Background: an optimization exercise with open tools, aiming at small area. Do not read the settings as production practice.
The RTL was checked by simulation tests, not by an equivalence proof against the original design.

==> flow/design.v <==
module rf_aoi222 (
    input  logic a1, a2, b1, b2, c1, c2,
    output logic y
);
    assign y = ~((a1 & a2) | (b1 & b2) | (c1 & c2));
endmodule
module rf_nand2 (
    input  logic a, b,
    output logic y
);
    assign y = ~(a & b);
endmodule
module rf_nand4 (
    input  logic a, b, c, d,
    output logic y
);
    assign y = ~(a & b & c & d);
endmodule
module rf_ao31 (
    input  logic [31:1] sel,
    input  logic [31:1] d,
    output logic        y
);
    logic [10:0] x;
    logic [2:0]  p;
    for (genvar j = 0; j < 10; j++) begin : g_aoi
        rf_aoi222 u_aoi (
            .a1(sel[3*j+1]), .a2(d[3*j+1]),
            .b1(sel[3*j+2]), .b2(d[3*j+2]),
            .c1(sel[3*j+3]), .c2(d[3*j+3]),
            .y(x[j])
        );
    end
    rf_nand2 u_n31 (.a(sel[31]), .b(d[31]), .y(x[10]));
    rf_nand4 u_p0 (.a(x[0]), .b(x[1]), .c(x[2]), .d(x[3]), .y(p[0]));
    rf_nand4 u_p1 (.a(x[4]), .b(x[5]), .c(x[6]), .d(x[7]), .y(p[1]));
    rf_nor2  u_r  (.a(p[0]), .b(p[1]), .y(p[2]));
    rf_nand4 u_o  (.a(p[2]), .b(x[8]), .c(x[9]), .d(x[10]), .y(y));
endmodule
module rf_nor2 (
    input  logic a, b,
    output logic y
);
    assign y = ~(a | b);
endmodule
module rf_and3 (
    input  logic a, b, c,
    output logic y
);
    assign y = a & b & c;
endmodule
module rf_pre (
    input  logic [4:0] addr,
    output logic [3:0] lo,
    output logic [7:0] hi
);
    for (genvar k = 0; k < 4; k++) begin : g_lo
        assign lo[k] = (addr[1:0] == 2'(k));
    end
    for (genvar k = 0; k < 8; k++) begin : g_hi
        assign hi[k] = (addr[4:2] == 3'(k));
    end
endmodule
module rf_pre_e (
    input  logic [4:0] addr,
    input  logic       en,
    output logic [3:0] lo,
    output logic [7:0] hi
);
    for (genvar k = 0; k < 4; k++) begin : g_lo
        assign lo[k] = en && (addr[1:0] == 2'(k));
    end
    for (genvar k = 0; k < 8; k++) begin : g_hi
        assign hi[k] = (addr[4:2] == 3'(k));
    end
endmodule
module rf_and2 (
    input  logic a, b,
    output logic y
);
    assign y = a & b;
endmodule
module rf_pre_n (
    input  logic [4:0] addr,
    input  logic       en,
    output logic [3:0] lo_n,
    output logic [7:0] hi_n
);
    for (genvar k = 0; k < 4; k++) begin : g_lo
        assign lo_n[k] = ~(en && (addr[1:0] == 2'(k)));
    end
    for (genvar k = 0; k < 8; k++) begin : g_hi
        assign hi_n[k] = ~(addr[4:2] == 3'(k));
    end
endmodule
module rf_bmux (
    input  logic [3:0]  lo,
    input  logic [7:0]  hi,
    input  logic [31:1] busy,
    output logic        y
);
    always_comb begin
        y = 1'b0;
        for (int i = 1; i < 32; i++) y = y | (lo[i % 4] & hi[i / 4] & busy[i]);
    end
endmodule
module rf_cnt (
    input  logic [5:0] cnt,
    input  logic       inc,
    input  logic       dec,
    input  logic       clr,
    output logic [5:0] nxt
);
    assign nxt = clr ? 6'd0 : cnt + 6'(inc) - 6'(dec);
endmodule
module regfile_scoreboard (
    input  logic        clock,
    input  logic        ctrl_reset_n,
    input  logic        ctrl_writeEnable,
    input  logic [4:0]  ctrl_writeReg,
    input  logic [31:0] data_writeReg,
    input  logic [4:0]  ctrl_readRegA,
    input  logic [4:0]  ctrl_readRegB,
    output logic [31:0] data_readRegA,
    output logic [31:0] data_readRegB,
    output logic        busyA,
    output logic        busyB,
    input  logic        ctrl_issueEnable,
    input  logic [4:0]  ctrl_issueReg,
    input  logic        ctrl_flush,
    output logic [5:0]  busy_count,
    output logic        err_doubleIssue
);
    logic [31:0] regs_r [1:31];
    logic [31:1] valid_r;
    logic [31:1] busy_r;
    logic [5:0]  count_r;
    logic [5:0]  count_nxt_s;
    logic        err_r;
    logic [3:0]  wlo, ilo_n, alo, blo;
    logic [7:0]  whi, ihi_n, ahi, bhi;
    logic [31:1] wsel_s, isel_s, asel_s, bsel_s;
    logic        iss_en_s, we_eff_s, iss_eff_s, same_s;
    logic        busy_iss_s, busy_wr_s;
    logic        cnt_set_s, cnt_clr_s, dbl_issue_s;
    assign iss_en_s = ctrl_issueEnable && !ctrl_flush;
    rf_pre_e u_wpre (.addr(ctrl_writeReg), .en(ctrl_writeEnable), .lo(wlo), .hi(whi));
    rf_pre_n u_ipre (.addr(ctrl_issueReg), .en(iss_en_s), .lo_n(ilo_n), .hi_n(ihi_n));
    rf_pre   u_apre (.addr(ctrl_readRegA), .lo(alo), .hi(ahi));
    rf_pre   u_bpre (.addr(ctrl_readRegB), .lo(blo), .hi(bhi));
    for (genvar i = 1; i < 32; i++) begin : g_dec
        rf_and2 u_w (.a(wlo[i % 4]), .b(whi[i / 4]), .y(wsel_s[i]));
        rf_nor2 u_i (.a(ilo_n[i % 4]), .b(ihi_n[i / 4]), .y(isel_s[i]));
        rf_and3 u_a (.a(alo[i % 4]), .b(ahi[i / 4]), .c(valid_r[i]), .y(asel_s[i]));
        rf_and3 u_b (.a(blo[i % 4]), .b(bhi[i / 4]), .c(valid_r[i]), .y(bsel_s[i]));
    end
    always_ff @(posedge clock) begin
        for (int i = 1; i < 32; i++) begin
            if (wsel_s[i]) regs_r[i] <= data_writeReg;
        end
    end
    always_ff @(posedge clock or negedge ctrl_reset_n) begin
        if (!ctrl_reset_n) begin
            valid_r <= '0;
        end else begin
            valid_r <= valid_r | wsel_s;
        end
    end
    rf_ao31 u_biss (.sel(isel_s), .d(busy_r), .y(busy_iss_s));
    rf_ao31 u_bwr  (.sel(wsel_s), .d(busy_r), .y(busy_wr_s));
    assign we_eff_s    = ctrl_writeEnable && (ctrl_writeReg != 5'd0);
    assign iss_eff_s   = ctrl_issueEnable && (ctrl_issueReg != 5'd0);
    assign same_s      = (ctrl_issueReg == ctrl_writeReg);
    assign cnt_set_s   = iss_eff_s && !busy_iss_s;
    assign cnt_clr_s   = busy_wr_s && !(iss_eff_s && same_s);
    assign dbl_issue_s = busy_iss_s && !(we_eff_s && same_s);
    rf_cnt u_cnt (.cnt(count_r), .inc(cnt_set_s), .dec(cnt_clr_s), .clr(ctrl_flush), .nxt(count_nxt_s));
    always_ff @(posedge clock or negedge ctrl_reset_n) begin
        if (!ctrl_reset_n) begin
            busy_r  <= '0;
            count_r <= '0;
            err_r   <= 1'b0;
        end else begin
            busy_r  <= isel_s | (busy_r & ~(wsel_s | {31{ctrl_flush}}));
            count_r <= count_nxt_s;
            err_r   <= !ctrl_flush && (err_r || dbl_issue_s);
        end
    end
    for (genvar b = 0; b < 32; b++) begin : g_rd
        logic [31:1] col;
        for (genvar i = 1; i < 32; i++) begin : g_col
            assign col[i] = regs_r[i][b];
        end
        rf_ao31 u_a (.sel(asel_s), .d(col), .y(data_readRegA[b]));
        rf_ao31 u_b (.sel(bsel_s), .d(col), .y(data_readRegB[b]));
    end
    rf_bmux u_busya (.lo(alo), .hi(ahi), .busy(busy_r), .y(busyA));
    rf_bmux u_busyb (.lo(blo), .hi(bhi), .busy(busy_r), .y(busyB));
    assign busy_count      = count_r;
    assign err_doubleIssue = err_r;
endmodule
Settings: LEC_CHECK=0, CAP_MARGIN=20, CORE_MARGIN=2, CORE_UTILIZATION=40, GPL_TIMING_DRIVEN=0, SETUP_SLACK_MARGIN=0.2, SLEW_MARGIN=20, SYNTH_HIERARCHICAL=1, SYNTH_MINIMUM_KEEP_SIZE=0; clock period 7.0 ns.
standard.sh (not shown) runs the stock make flow with config.mk's settings and CLKGATE_MAP_FILE= SYNTH_SCRIPT=/design/flow/synth_recipe.tcl, a recipe that flattens the netlist after the stock synthesis.
==> flow/flow/run.sh <==
#!/bin/bash
set -euo pipefail
export BUFFER_PORTS_ARGS="-buffer_cell sky130_fd_sc_hd__buf_1"
export PRE_GLOBAL_PLACE_TCL="$PWD/flow/upsize.tcl"
export CTS_ARGS="-sink_clustering_enable -repair_clock_nets -dont_use_dummy_load -sink_clustering_size 16 -sink_clustering_max_diameter 60 -buf_list {sky130_fd_sc_hd__clkbuf_8}"
bash standard.sh finish > flow_make.log 2>&1
==> flow/flow/upsize.tcl <==
# Run before global placement (PRE_GLOBAL_PLACE_TCL): give the drivers of the
# register file's wide select nets (write enables and read selects, each with
# 32 or more loads) a drive strength that can carry the net without the
# resizer adding a buffer after a minimum-size gate.
set upsize_map {
  sky130_fd_sc_hd__and2_1 sky130_fd_sc_hd__and2_4
  sky130_fd_sc_hd__and3_1 sky130_fd_sc_hd__and3_2
}
set n_up 0
foreach inst [get_cells *] {
  set ref [get_property $inst ref_name]
  if { ![dict exists $upsize_map $ref] } { continue }
  set fanout 0
  foreach pin [get_pins -of_objects $inst] {
    if { [get_property $pin direction] eq "output" } {
      set net [get_nets -of_objects $pin]
      set fanout [llength [get_pins -of_objects $net -filter "direction==input"]]
    }
  }
  if { $fanout >= 24 } {
    replace_cell $inst [dict get $upsize_map $ref]
    incr n_up
  }
}
puts "upsize.tcl: resized $n_up select drivers"
The starting point completed with no timing, DRC or antenna violations.
==> next run, changes <==
--- a/flow/design.v
+++ b/flow/design.v
@@ -140,12 +140,11 @@
     logic [3:0]  wlo, ilo_n, alo, blo;
     logic [7:0]  whi, ihi_n, ahi, bhi;
     logic [31:1] wsel_s, isel_s, asel_s, bsel_s;
-    logic        iss_en_s, we_eff_s, iss_eff_s, same_s;
+    logic        we_eff_s, iss_eff_s, same_s;
     logic        busy_iss_s, busy_wr_s;
     logic        cnt_set_s, cnt_clr_s, dbl_issue_s;
-    assign iss_en_s = ctrl_issueEnable && !ctrl_flush;
     rf_pre_e u_wpre (.addr(ctrl_writeReg), .en(ctrl_writeEnable), .lo(wlo), .hi(whi));
-    rf_pre_n u_ipre (.addr(ctrl_issueReg), .en(iss_en_s), .lo_n(ilo_n), .hi_n(ihi_n));
+    rf_pre_n u_ipre (.addr(ctrl_issueReg), .en(ctrl_issueEnable), .lo_n(ilo_n), .hi_n(ihi_n));
     rf_pre   u_apre (.addr(ctrl_readRegA), .lo(alo), .hi(ahi));
     rf_pre   u_bpre (.addr(ctrl_readRegB), .lo(blo), .hi(bhi));
     for (genvar i = 1; i < 32; i++) begin : g_dec
@@ -181,7 +180,7 @@
             count_r <= '0;
             err_r   <= 1'b0;
         end else begin
-            busy_r  <= isel_s | (busy_r & ~(wsel_s | {31{ctrl_flush}}));
+            busy_r  <= ctrl_flush ? '0 : (isel_s | (busy_r & ~wsel_s));
             count_r <= count_nxt_s;
             err_r   <= !ctrl_flush && (err_r || dbl_issue_s);
         end
Synthesized cell count rises by 1.2%. Via count rises by 0.88%. Critical path depth stays the same. Count of clock-buffer cells in the layout stays the same. Setup slack gets worse by 0.11 ns. Non-clock buffer count falls by 9.

-- what the ideal ports hide --
The results above use ideal ports. As a check the final layouts listed here were re-extracted and re-timed, cells and wires unchanged. Step 1 assumes that a clkbuf_16 drives the clock port and a buf_2 every other input. Step 2 adds t to the input delays and takes it off the output delays; t is the mean of the earliest and latest rising clock arrival at the registers after step 1. Input paths then give back, and output paths get back, about the clock's delay inside the block. Slacks: ideal ports / drivers / drivers and shift; pairs: ideal ports / drivers.
| run | shift t [ns] | setup WS [ns] | worst hold slack (ns) |
|---|---|---|---|
| the first run | 0.779 | 0.846 / 0.797 / 0.797 | 0.497 / 0.496 / 0.497 |
| the second run | 0.754 | 0.733 / 0.710 / 0.710 | 0.494 / 0.494 / 0.494 |
After both steps setup and hold are still met in every run listed. The setup slack of the first run, which loses most, moves by -0.049 ns with the drivers and by -0.049 ns with both steps.
